Source: an optimization exercise on an open RTL-to-GDS flow (aim: small area, a short achievable clock period and few clock cycles per item). Production flows keep margins and buffers that such runs may drop.
RTL that was checked went through simulation tests only; none was proved equivalent to the original.
No activity file was given, so power comes from the tool's default toggle rates.

// sorted_list_insert_delete
module sorted_list_insert_delete
#(
  parameter int DEPTH       = 64,
  parameter int VALUE_WIDTH = 32
) (
  input  logic clk,
  input  logic rst,
  input  logic in_valid,
  output logic in_stall,
  input  logic [slsi_pkg::IN_VALUE_W:0] in_data,
  output logic out_valid,
  input  logic out_stall,
  output logic [slsi_pkg::COUNT_W:0] out_data
);
Settings: LEC_CHECK=0, ABC_CLOCK_PERIOD_IN_PS=2500, CAP_MARGIN=20, CELL_PAD_IN_SITES_DETAIL_PLACEMENT=1, CORE_MARGIN=2, CORE_UTILIZATION=30, PLACE_DENSITY=0.4, SETUP_SLACK_MARGIN=3.4, SLEW_MARGIN=20; clock period 6.0 ns.
standard.sh (not shown) runs the stock make flow with config.mk's settings and CLKGATE_MAP_FILE= SYNTH_SCRIPT=/design/flow/synth_recipe.tcl, a recipe that flattens the netlist after the stock synthesis.
==> flow/flow/run.sh <==
#!/bin/bash
# The standard layout (the standard.sh, every step), with the clock tree built from
# larger sink clusters and without dummy balancing loads. Each tool's full output stays in
# orfs/logs; make's own output goes to standard.log here.
set -euo pipefail
bash standard.sh "CTS_ARGS=-sink_clustering_enable -repair_clock_nets -dont_use_dummy_load -sink_clustering_size 24 -sink_clustering_max_diameter 100" finish > standard.log 2>&1
Testbench counts at the start, summed over its fixed seeds: cycles 5,297, items 5,200.
Rerun with:
--- a/flow/design.v
+++ b/flow/design.v
@@ -46,17 +46,16 @@
   logic [BUF-1:0]   buf_p;       
   logic             a_val;       
   logic             a_del;
   logic [VW-1:0]    a_x;         
   logic             t_val;       
   logic             t_del;
   logic [CW:0]      t_res;       
   logic [NM-1:0]    e_q;         
-  logic [(NM+7)/8-1:0] gany_q;   
   logic [CW-1:0]    cnt;         
   logic             stall_q;
   logic             ov;
   logic [CW:0]      od;
   logic [CW:0]      od_h;        
   logic             r_val;       
   logic [CW:0]      r_res;
   logic [QD-1:0][CW:0] q;        
@@ -111,36 +110,34 @@
   end
   for (genvar j = 0; j < BUF; j++) begin : g_bcmp
     assign eq_b[j] = (buf_d[j] == a_x);
   end
   assign eq_h = |(dsel & eq_b);
   logic [DEPTH-1:0] rv_d;        
   logic [BUF-1:0]   bv_keep;     
   logic [NM-1:0]    e_d;
-  logic [NG-1:0]    gany_d;
   for (genvar i = 0; i < DEPTH; i++) begin : g_ed
     localparam int PV = (i + DEPTH - 1) % DEPTH;
     if (i % SP == 0) begin : g_pt
       assign e_d[i] = (dp[i / SP] ? eq_h : eq_r[PV]) && rv_d[i];
     end else begin : g_sh
       assign e_d[i] = eq_r[PV] && rv_d[i];
     end
   end
   assign e_d[NM-1:DEPTH] = eq_b & bv_keep;
   logic [NM-1:0] m;
   logic [NG-1:0] gany;
   assign m    = e_q;
-  assign gany = gany_q;
   logic [NM-1:0] first;
   logic [NG-1:0] gpre;
   for (genvar g = 0; g < NG; g++) begin : g_grp
     localparam int LO = 8 * g;
     localparam int HI = (8 * g + 7 < NM) ? 8 * g + 7 : NM - 1;
-    assign gany_d[g] = |e_d[HI:LO];
+    assign gany[g] = |m[HI:LO];
     if (g == 0) begin : g_p0
       assign gpre[g] = 1'b0;
     end else begin : g_pn
       assign gpre[g] = |gany[g-1:0];
     end
     for (genvar i = LO; i <= HI; i++) begin : g_bit
       if (i == LO) begin : g_b0
         assign first[i] = m[i] && !gpre[g];
@@ -274,17 +271,16 @@
   assign stall_o = (t_n[QD] && !(hand && !acc)) || (t_n[QD-1] && acc && !hand);
   always_ff @(posedge clk) begin
     a_x   <= in_data[VW-1:0];
     a_del <= (in_data[VW] == slsi_pkg::FUNC_DELETE);
     t_del <= a_del;
     t_res <= found ? ires_f : ires_nf;
     r_res <= res;
     e_q   <= e_d;
-    gany_q <= gany_d;
     if (rst) begin
       a_val   <= 1'b0;
       t_val   <= 1'b0;
       r_val   <= 1'b0;
       cnt     <= '0;
       t_n     <= '0;
       stall_q <= 1'b0;
     end else begin
=> Utilization is lower by 0.19 points. Wire length is lower by a few percent. Count of clock-buffer cells in the layout is lower by 2. Setup slack degrades by 300 ps. Sequential power is about the same. Design area is lower slightly. Cell count is lower slightly. Via count is lower slightly.
Only the layout flow was run in the second run of this note; the RTL was not checked for function there.

========
sorted_list_insert_delete, a different RTL version from the one above (not shown whole).
Size: about 7300 cells after synthesis, about 2600 flip-flops, roughly 87000 µm² of cells after synthesis.
clock: 6.0 ns
lec_check: 0
abc_clock_period_in_ps: 2000
cap_margin: 20
cell_pad_in_sites_detail_placement: 1
core_margin: 2
core_utilization: 30
place_density: 0.4
setup_slack_margin: 3.4
slew_margin: 20
Scripts as last shown in full above: flow/flow/run.sh
Change:
--- a/flow/design.v
+++ b/flow/design.v
@@ -52,15 +52,14 @@
   logic             p_del;
   logic             t_val;       
   logic             t_del;
   logic [CW:0]      t_res;       
   logic [NM-1:0]    e1_q;        
   logic [NM-1:0]    e_q;         
   logic [NG-1:0]    gany_q;      
-  logic [NG-1:0]    gpre_q;      
   logic [CW-1:0]    cnt;         
   logic             stall_q;
   logic             ov;
   logic [CW:0]      od;
   logic [CW:0]      od_h;        
   logic             r_val;       
   logic [CW:0]      r_res;
@@ -129,40 +128,40 @@
   end
   assign e1_d[NM-1:DEPTH] = eq_b & (buf_v | buf_p2) & ~(dsel & {BUF{drain}});
   logic [DEPTH-1:0] rv_d;        
   logic [BUF-1:0]   bv_keep;     
   logic             e1_h;
   logic [NM-1:0]    e_d;
   logic [NG-1:0]    gany_d;
-  logic [NG-1:0]    gpre_d;
   assign e1_h = |(dsel & e1_q[NM-1:DEPTH]);
   for (genvar i = 0; i < DEPTH; i++) begin : g_ed
     localparam int PV = (i + DEPTH - 1) % DEPTH;
     if (i % SP == 0) begin : g_pt
       assign e_d[i] = (dp[i / SP] ? e1_h : e1_q[PV]) && rv_d[i];
     end else begin : g_sh
       assign e_d[i] = e1_q[PV] && rv_d[i];
     end
   end
   assign e_d[NM-1:DEPTH] = e1_q[NM-1:DEPTH] & bv_keep;
   logic [NM-1:0] first;
+  logic [NG-1:0] gpre;
   for (genvar g = 0; g < NG; g++) begin : g_grp
     localparam int LO = 8 * g;
     localparam int HI = (8 * g + 7 < NM) ? 8 * g + 7 : NM - 1;
     assign gany_d[g] = |e_d[HI:LO];
     if (g == 0) begin : g_p0
-      assign gpre_d[g] = 1'b0;
+      assign gpre[g] = 1'b0;
     end else begin : g_pn
-      assign gpre_d[g] = |gany_d[g-1:0];
+      assign gpre[g] = |gany_q[g-1:0];
     end
     for (genvar i = LO; i <= HI; i++) begin : g_bit
       if (i == LO) begin : g_b0
-        assign first[i] = e_q[i] && !gpre_q[g];
+        assign first[i] = e_q[i] && !gpre[g];
       end else begin : g_bn
-        assign first[i] = e_q[i] && !gpre_q[g] && !(|e_q[i-1:LO]);
+        assign first[i] = e_q[i] && !gpre[g] && !(|e_q[i-1:LO]);
       end
     end
   end
   logic          is_del;
   logic          found;
   logic [NM-1:0] clr;
   assign is_del = t_val && t_del;
@@ -293,15 +292,14 @@
     p_del  <= a_del;
     t_del  <= p_del;
     t_res  <= found ? ires_f : ires_nf;
     r_res  <= res;
     e1_q   <= e1_d;
     e_q    <= e_d;
     gany_q <= gany_d;
-    gpre_q <= gpre_d;
     if (rst) begin
       a_val   <= 1'b0;
       p_val   <= 1'b0;
       t_val   <= 1'b0;
       r_val   <= 1'b0;
       cnt     <= '0;
       t_n     <= '0;
After rerunning: Wire length grows by 1.7%; setup slack improved by 170 ps; clock skew grows by 7.0 ps; synthesized area goes down by 0.41%; maximum frequency went up by 6.5%; register-to-register slack improves by 170 ps; global-route usage grows by 0.53 points; worst hold slack degrades by 11 ps; total power grows by 2.0%; sequential share of layout area falls by 0.24 points; via count grows by 0.68%; die area drops by 0.41%.
Testbench counts after the change, summed over its fixed seeds: cycles 5,276, items 5,200.
The RTL of the first run of this note was laid out without a check of its function.

========
The RTL this note starts from:
==> flow/design.v <==
package slsi_pkg;
  localparam int IN_VALUE_W = 32;
  localparam int COUNT_W    = 7;
  localparam logic FUNC_INSERT = 1'b0;
  localparam logic FUNC_DELETE = 1'b1;
  typedef struct packed {
    logic                         func;
    logic signed [IN_VALUE_W-1:0] value;
  } in_t;
  typedef struct packed {
    logic               ok;
    logic [COUNT_W-1:0] count;
  } out_t;
  typedef struct packed {
    logic eval;
    logic update;
    logic ins;
  } cell_ctl_t;
endpackage
module sorted_list_insert_delete
#(
  parameter int DEPTH       = 64,
  parameter int VALUE_WIDTH = 32
) (
  input  logic clk,
  input  logic rst,
  input  logic in_valid,
  output logic in_stall,
  input  logic [slsi_pkg::IN_VALUE_W:0] in_data,
  output logic out_valid,
  input  logic out_stall,
  output logic [slsi_pkg::COUNT_W:0] out_data
);
  localparam int VW  = slsi_pkg::IN_VALUE_W;
  localparam int CW  = slsi_pkg::COUNT_W;
  localparam int NPT = 8;               
  localparam int SP  = DEPTH / NPT;     
  localparam int BUF = 4;               
  localparam int NM  = DEPTH + BUF;     
  localparam int NG  = (NM + 7) / 8;    
  localparam int QD  = 4;               
  logic [VW-1:0]    ring_d [DEPTH];
  logic [DEPTH-1:0] ring_v;
  logic [VW-1:0]    buf_d  [BUF];
  logic [BUF-1:0]   buf_v;       
  logic [BUF-1:0]   buf_p;       
  logic             a_val;       
  logic             a_del;
  logic [VW-1:0]    a_x;         
  logic             t_val;       
  logic             t_del;
  logic [CW:0]      t_res;       
  logic [NM-1:0]    e_q;         
  logic [CW-1:0]    cnt;         
  logic             stall_q;
  logic             ov;
  logic [CW:0]      od;
  logic [2:0]       qn;
  logic             r_val;       
  logic [CW:0]      r_res;
  logic [QD-1:0][CW:0] q;
  assign in_stall  = stall_q;
  assign out_valid = ov;
  assign out_data  = od;
  logic acc, acc_ins;
  assign acc     = in_valid && !stall_q && !rst;
  assign acc_ins = acc && (in_data[VW] == slsi_pkg::FUNC_INSERT);
  logic [BUF-1:0] dsel;          
  logic [BUF-1:0] wsel;          
  logic [BUF-1:0] bfree;
  logic [BUF-1:0] bwr;           
  logic [VW-1:0]  hd;
  logic [NPT-1:0] pfree;
  logic [NPT-1:0] dp;            
  logic           drain;
  assign bfree = ~(buf_v | buf_p);
  assign bwr   = bfree | (dsel & {BUF{drain}});
  always_comb begin
    dsel = '0;
    wsel = '0;
    for (int j = BUF - 1; j >= 0; j--) begin
      if (buf_v[j]) dsel = BUF'(1) << j;
      if (bwr[j])   wsel = BUF'(1) << j;
    end
    hd = '0;
    for (int j = 0; j < BUF; j++) begin
      hd = hd | (buf_d[j] & {VW{dsel[j]}});
    end
  end
  for (genvar k = 0; k < NPT; k++) begin : g_pf
    assign pfree[k] = !ring_v[(k * SP + DEPTH - 1) % DEPTH];
  end
  always_comb begin
    dp = '0;
    for (int k = NPT - 1; k >= 0; k--) begin
      if (pfree[k]) dp = NPT'(1) << k;
    end
    if (buf_v == '0) dp = '0;
  end
  assign drain = |dp;
  logic [DEPTH-1:0] eq_r;
  logic [BUF-1:0]   eq_b;
  logic             eq_h;
  for (genvar i = 0; i < DEPTH; i++) begin : g_rcmp
    assign eq_r[i] = (ring_d[i] == a_x);
  end
  for (genvar j = 0; j < BUF; j++) begin : g_bcmp
    assign eq_b[j] = (buf_d[j] == a_x);
  end
  assign eq_h = |(dsel & eq_b);
  logic [NM-1:0] e_d;
  for (genvar i = 0; i < DEPTH; i++) begin : g_ed
    localparam int PV = (i + DEPTH - 1) % DEPTH;
    if (i % SP == 0) begin : g_pt
      assign e_d[i] = dp[i / SP] ? eq_h : eq_r[PV];
    end else begin : g_sh
      assign e_d[i] = eq_r[PV];
    end
  end
  assign e_d[NM-1:DEPTH] = eq_b & buf_v & ~(dsel & {BUF{drain}});
  logic [NM-1:0] m;
  assign m = e_q & {buf_v, ring_v};
  logic [NM-1:0] first;
  logic [NG-1:0] gany;
  logic [NG-1:0] gpre;
  for (genvar g = 0; g < NG; g++) begin : g_grp
    localparam int LO = 8 * g;
    localparam int HI = (8 * g + 7 < NM) ? 8 * g + 7 : NM - 1;
    assign gany[g] = |m[HI:LO];
    if (g == 0) begin : g_p0
      assign gpre[g] = 1'b0;
    end else begin : g_pn
      assign gpre[g] = |gany[g-1:0];
    end
    for (genvar i = LO; i <= HI; i++) begin : g_bit
      if (i == LO) begin : g_b0
        assign first[i] = m[i] && !gpre[g];
      end else begin : g_bn
        assign first[i] = m[i] && !gpre[g] && !(|m[i-1:LO]);
      end
    end
  end
  logic          is_del;
  logic          found;
  logic [NM-1:0] clr;
  assign is_del = t_val && t_del;
  assign found  = is_del && (|gany);
  assign clr    = is_del ? first : '0;
  logic          ins_a;
  logic          full;
  logic          ins_ok;
  logic [CW-1:0] cnt_dn, cnt_up;
  logic [CW-1:0] cnt_f, cnt_nf;      
  logic [CW:0]   ires_f, ires_nf;    
  logic [CW:0]   res;
  logic          hd_keep;
  assign ins_a   = a_val && !a_del;
  assign full    = cnt[CW-1];
  assign ins_ok  = ins_a && (found || !full);
  assign cnt_dn  = cnt - CW'(1);
  assign cnt_up  = cnt + CW'(1);
  assign cnt_f   = ins_a ? cnt : cnt_dn;
  assign cnt_nf  = (ins_a && !full) ? cnt_up : cnt;
  assign ires_f  = {1'b1, cnt};
  assign ires_nf = full ? {1'b0, cnt} : {1'b1, cnt_up};
  assign res     = t_del ? {found, found ? cnt_dn : cnt} : t_res;
  assign hd_keep = !(|(dsel & clr[NM-1:DEPTH]));
  for (genvar i = 0; i < DEPTH; i++) begin : g_ring
    localparam int PV = (i + DEPTH - 1) % DEPTH;
    if (i % SP == 0) begin : g_pt
      always_ff @(posedge clk) begin
        if (dp[i / SP]) begin
          ring_d[i] <= hd;
        end else begin
          ring_d[i] <= ring_d[PV];
        end
        if (rst) begin
          ring_v[i] <= 1'b0;
        end else if (dp[i / SP]) begin
          ring_v[i] <= hd_keep;
        end else begin
          ring_v[i] <= ring_v[PV] && !clr[PV];
        end
      end
    end else begin : g_sh
      always_ff @(posedge clk) begin
        ring_d[i] <= ring_d[PV];
        if (rst) begin
          ring_v[i] <= 1'b0;
        end else begin
          ring_v[i] <= ring_v[PV] && !clr[PV];
        end
      end
    end
  end
  for (genvar j = 0; j < BUF; j++) begin : g_buf
    always_ff @(posedge clk) begin
      if (bwr[j]) begin
        buf_d[j] <= in_data[VW-1:0];
      end
      if (rst) begin
        buf_v[j] <= 1'b0;
        buf_p[j] <= 1'b0;
      end else begin
        buf_p[j] <= wsel[j] && acc_ins;
        if (buf_p[j]) begin
          buf_v[j] <= ins_ok;
        end else begin
          buf_v[j] <= buf_v[j] && !clr[DEPTH + j] && !(drain && dsel[j]);
        end
      end
    end
  end
  logic          push;
  logic          take;
  logic [2:0]    qn_next;
  logic          ov_next;
  logic [CW:0]   od_next;
  logic [QD-1:0][CW:0] q_next;
  assign push = r_val;
  assign take = !ov || !out_stall;
  always_comb begin
    ov_next = ov;
    od_next = od;
    q_next  = q;
    qn_next = qn;
    if (take) begin
      if (qn != 2'd0) begin
        ov_next = 1'b1;
        od_next = q[0];
        for (int k = 0; k < QD - 1; k++) q_next[k] = q[k+1];
        if (push) begin
          q_next[qn - 3'd1] = r_res;
        end else begin
          qn_next = qn - 3'd1;
        end
      end else begin
        ov_next = push;
        od_next = r_res;
      end
    end else if (push) begin
      q_next[qn] = r_res;
      qn_next = qn + 3'd1;
    end
  end
  logic [BUF-1:0] bleft;         
  logic           bfree_n;       
  logic           pfree2;
  logic           drain2;
  logic           stall_b;
  always_comb begin
    bleft   = bwr & ~wsel;
    bfree_n = (|bleft) || ((|bwr) && !acc_ins);
    pfree2  = 1'b0;
    for (int k = 0; k < NPT; k++) pfree2 = pfree2 | !ring_v[(k * SP + 2 * DEPTH - 2) % DEPTH];
    drain2  = pfree2 && (|(buf_v & ~(dsel & {BUF{drain}})));
    stall_b = !bfree_n && !drain2;
  end
  logic [3:0] obase;             
  logic       hand;
  logic       stall_o;
  assign obase = 4'(ov) + 4'(qn) + 4'(r_val) + 4'(t_val) + 4'(a_val);
  assign hand  = ov && !out_stall;
  always_comb begin
    if (obase >= 4'd6)      stall_o = 1'b1;
    else if (obase == 4'd5) stall_o = !hand || acc;
    else if (obase == 4'd4) stall_o = acc && !hand;
    else                    stall_o = 1'b0;
  end
  always_ff @(posedge clk) begin
    a_x   <= in_data[VW-1:0];
    a_del <= (in_data[VW] == slsi_pkg::FUNC_DELETE);
    t_del <= a_del;
    t_res <= found ? ires_f : ires_nf;
    r_res <= res;
    e_q   <= e_d;
    od    <= od_next;
    q     <= q_next;
    if (rst) begin
      a_val   <= 1'b0;
      t_val   <= 1'b0;
      r_val   <= 1'b0;
      cnt     <= '0;
      ov      <= 1'b0;
      qn      <= '0;
      stall_q <= 1'b0;
    end else begin
      a_val   <= acc;
      t_val   <= a_val;
      r_val   <= t_val;
      cnt     <= found ? cnt_f : cnt_nf;
      ov      <= ov_next;
      qn      <= qn_next;
      stall_q <= stall_b || stall_o;
    end
  end
endmodule
clock: 6.0 ns
lec_check: 0
abc_clock_period_in_ps: 2500
cap_margin: 20
cell_pad_in_sites_detail_placement: 1
core_margin: 2
core_utilization: 30
place_density: 0.4
setup_slack_margin: 3.4
slew_margin: 20
run.sh (not shown) runs the stock make flow with config.mk's settings and CLKGATE_MAP_FILE= SYNTH_SCRIPT=/design/flow/synth_recipe.tcl, a recipe that flattens the netlist after the stock synthesis.
Stock flow here: none of the scripts above is used.
==> next run, changes <==
--- a/flow/design.v
+++ b/flow/design.v
@@ -36,11 +36,11 @@
   localparam int NPT = 8;               
   localparam int SP  = DEPTH / NPT;     
   localparam int BUF = 4;               
   localparam int NM  = DEPTH + BUF;     
   localparam int NG  = (NM + 7) / 8;    
-  localparam int QD  = 4;               
+  localparam int QD  = 3;               
   logic [VW-1:0]    ring_d [DEPTH];
   logic [DEPTH-1:0] ring_v;
   logic [VW-1:0]    buf_d  [BUF];
   logic [BUF-1:0]   buf_v;       
   logic [BUF-1:0]   buf_p;       
@@ -53,13 +53,11 @@
   logic [NM-1:0]    e_q;         
   logic [CW-1:0]    cnt;         
   logic             stall_q;
   logic             ov;
   logic [CW:0]      od;
-  logic [2:0]       qn;
-  logic             r_val;       
-  logic [CW:0]      r_res;
+  logic [1:0]       qn;
   logic [QD-1:0][CW:0] q;
   assign in_stall  = stall_q;
   assign out_valid = ov;
   assign out_data  = od;
   logic acc, acc_ins;
@@ -211,15 +209,15 @@
       end
     end
   end
   logic          push;
   logic          take;
-  logic [2:0]    qn_next;
+  logic [1:0]    qn_next;
   logic          ov_next;
   logic [CW:0]   od_next;
   logic [QD-1:0][CW:0] q_next;
-  assign push = r_val;
+  assign push = t_val;
   assign take = !ov || !out_stall;
   always_comb begin
     ov_next = ov;
     od_next = od;
     q_next  = q;
@@ -228,21 +226,21 @@
       if (qn != 2'd0) begin
         ov_next = 1'b1;
         od_next = q[0];
         for (int k = 0; k < QD - 1; k++) q_next[k] = q[k+1];
         if (push) begin
-          q_next[qn - 3'd1] = r_res;
-        end else begin
-          qn_next = qn - 3'd1;
+          q_next[qn - 2'd1] = res;
+        end else begin
+          qn_next = qn - 2'd1;
         end
       end else begin
         ov_next = push;
-        od_next = r_res;
+        od_next = res;
       end
     end else if (push) begin
-      q_next[qn] = r_res;
-      qn_next = qn + 3'd1;
+      q_next[qn] = res;
+      qn_next = qn + 2'd1;
     end
   end
   logic [BUF-1:0] bleft;         
   logic           bfree_n;       
   logic           pfree2;
@@ -254,42 +252,39 @@
     pfree2  = 1'b0;
     for (int k = 0; k < NPT; k++) pfree2 = pfree2 | !ring_v[(k * SP + 2 * DEPTH - 2) % DEPTH];
     drain2  = pfree2 && (|(buf_v & ~(dsel & {BUF{drain}})));
     stall_b = !bfree_n && !drain2;
   end
-  logic [3:0] obase;             
+  logic [2:0] obase;             
   logic       hand;
   logic       stall_o;
-  assign obase = 4'(ov) + 4'(qn) + 4'(r_val) + 4'(t_val) + 4'(a_val);
+  assign obase = 3'(ov) + 3'(qn) + 3'(t_val) + 3'(a_val);
   assign hand  = ov && !out_stall;
   always_comb begin
-    if (obase >= 4'd6)      stall_o = 1'b1;
-    else if (obase == 4'd5) stall_o = !hand || acc;
-    else if (obase == 4'd4) stall_o = acc && !hand;
+    if (obase >= 3'd5)      stall_o = 1'b1;
+    else if (obase == 3'd4) stall_o = !hand || acc;
+    else if (obase == 3'd3) stall_o = acc && !hand;
     else                    stall_o = 1'b0;
   end
   always_ff @(posedge clk) begin
     a_x   <= in_data[VW-1:0];
     a_del <= (in_data[VW] == slsi_pkg::FUNC_DELETE);
     t_del <= a_del;
     t_res <= found ? ires_f : ires_nf;
-    r_res <= res;
     e_q   <= e_d;
     od    <= od_next;
     q     <= q_next;
     if (rst) begin
       a_val   <= 1'b0;
       t_val   <= 1'b0;
-      r_val   <= 1'b0;
       cnt     <= '0;
       ov      <= 1'b0;
       qn      <= '0;
       stall_q <= 1'b0;
     end else begin
       a_val   <= acc;
       t_val   <= a_val;
-      r_val   <= t_val;
       cnt     <= found ? cnt_f : cnt_nf;
       ov      <= ov_next;
       qn      <= qn_next;
       stall_q <= stall_b || stall_o;
     end
Effect: The changed run finished with timing, DRC and antenna clean. Area after synthesis decreases by 1.3%. Final cell count hardly moves. Via count decreases by 0.48%. Clock power stays flat. Wire length came out lower by 0.47%. Fmax came out lower by 11%. Setup slack got worse by 0.35 ns. Utilization goes up by 0.32 points. Register-to-register slack got worse by 0.35 ns. Clock skew went down by 0.0048 ns. Combinational power fell by 15%.
No functional check of the RTL was part of any run of this note.

==> port drivers added, routing unchanged <==
The flow's constraints put no driver on any port. The routed layouts listed below were extracted and timed again, unchanged, in two steps. Step 1: set_driving_cell puts a clkbuf_16 on clk and a buf_2 on each other input, an assumption about the parent block. Step 2 moves the port delays by t, midway between the first and last clock arrival at a register: inputs arrive t later, outputs are due t later. That takes back most of the time a late clock gives input paths. Slacks: ideal / step 1 / step 2; pairs: ideal / step 1.
run | t, ns | setup WS [ns] | worst setup path at the end | latest minus earliest clock arrival (ns) | worst slew at a driven data input, ns
the first run of note 1 | 0.870 | 3.261 / 3.261 / 2.595 | input to register | 0.100 / 0.100 | 0.09
the second run of note 1 | 0.862 | 2.960 / 2.960 / 2.759 | input to register | 0.098 / 0.098 | 0.04
the first run of note 2 | 0.887 | 3.154 / 2.976 / 2.089 | input to register | 0.102 / 0.102 | 0.49
the second run of note 2 | 0.911 | 3.328 / 3.328 / 2.675 | input to register | 0.105 / 0.105 | 0.08
the first run of note 3 | 0.920 | 3.131 / 3.131 / 2.389 | input to register | 0.059 / 0.059 | 0.09
the second run of note 3 | 0.946 | 2.784 / 2.784 / 2.441 | input to register | 0.061 / 0.061 | 0.05
After both steps every run listed still meets setup and hold. The setup slack of the first run of note 2, which loses most, moves by -0.178 ns with the drivers and by -1.065 ns with both steps.
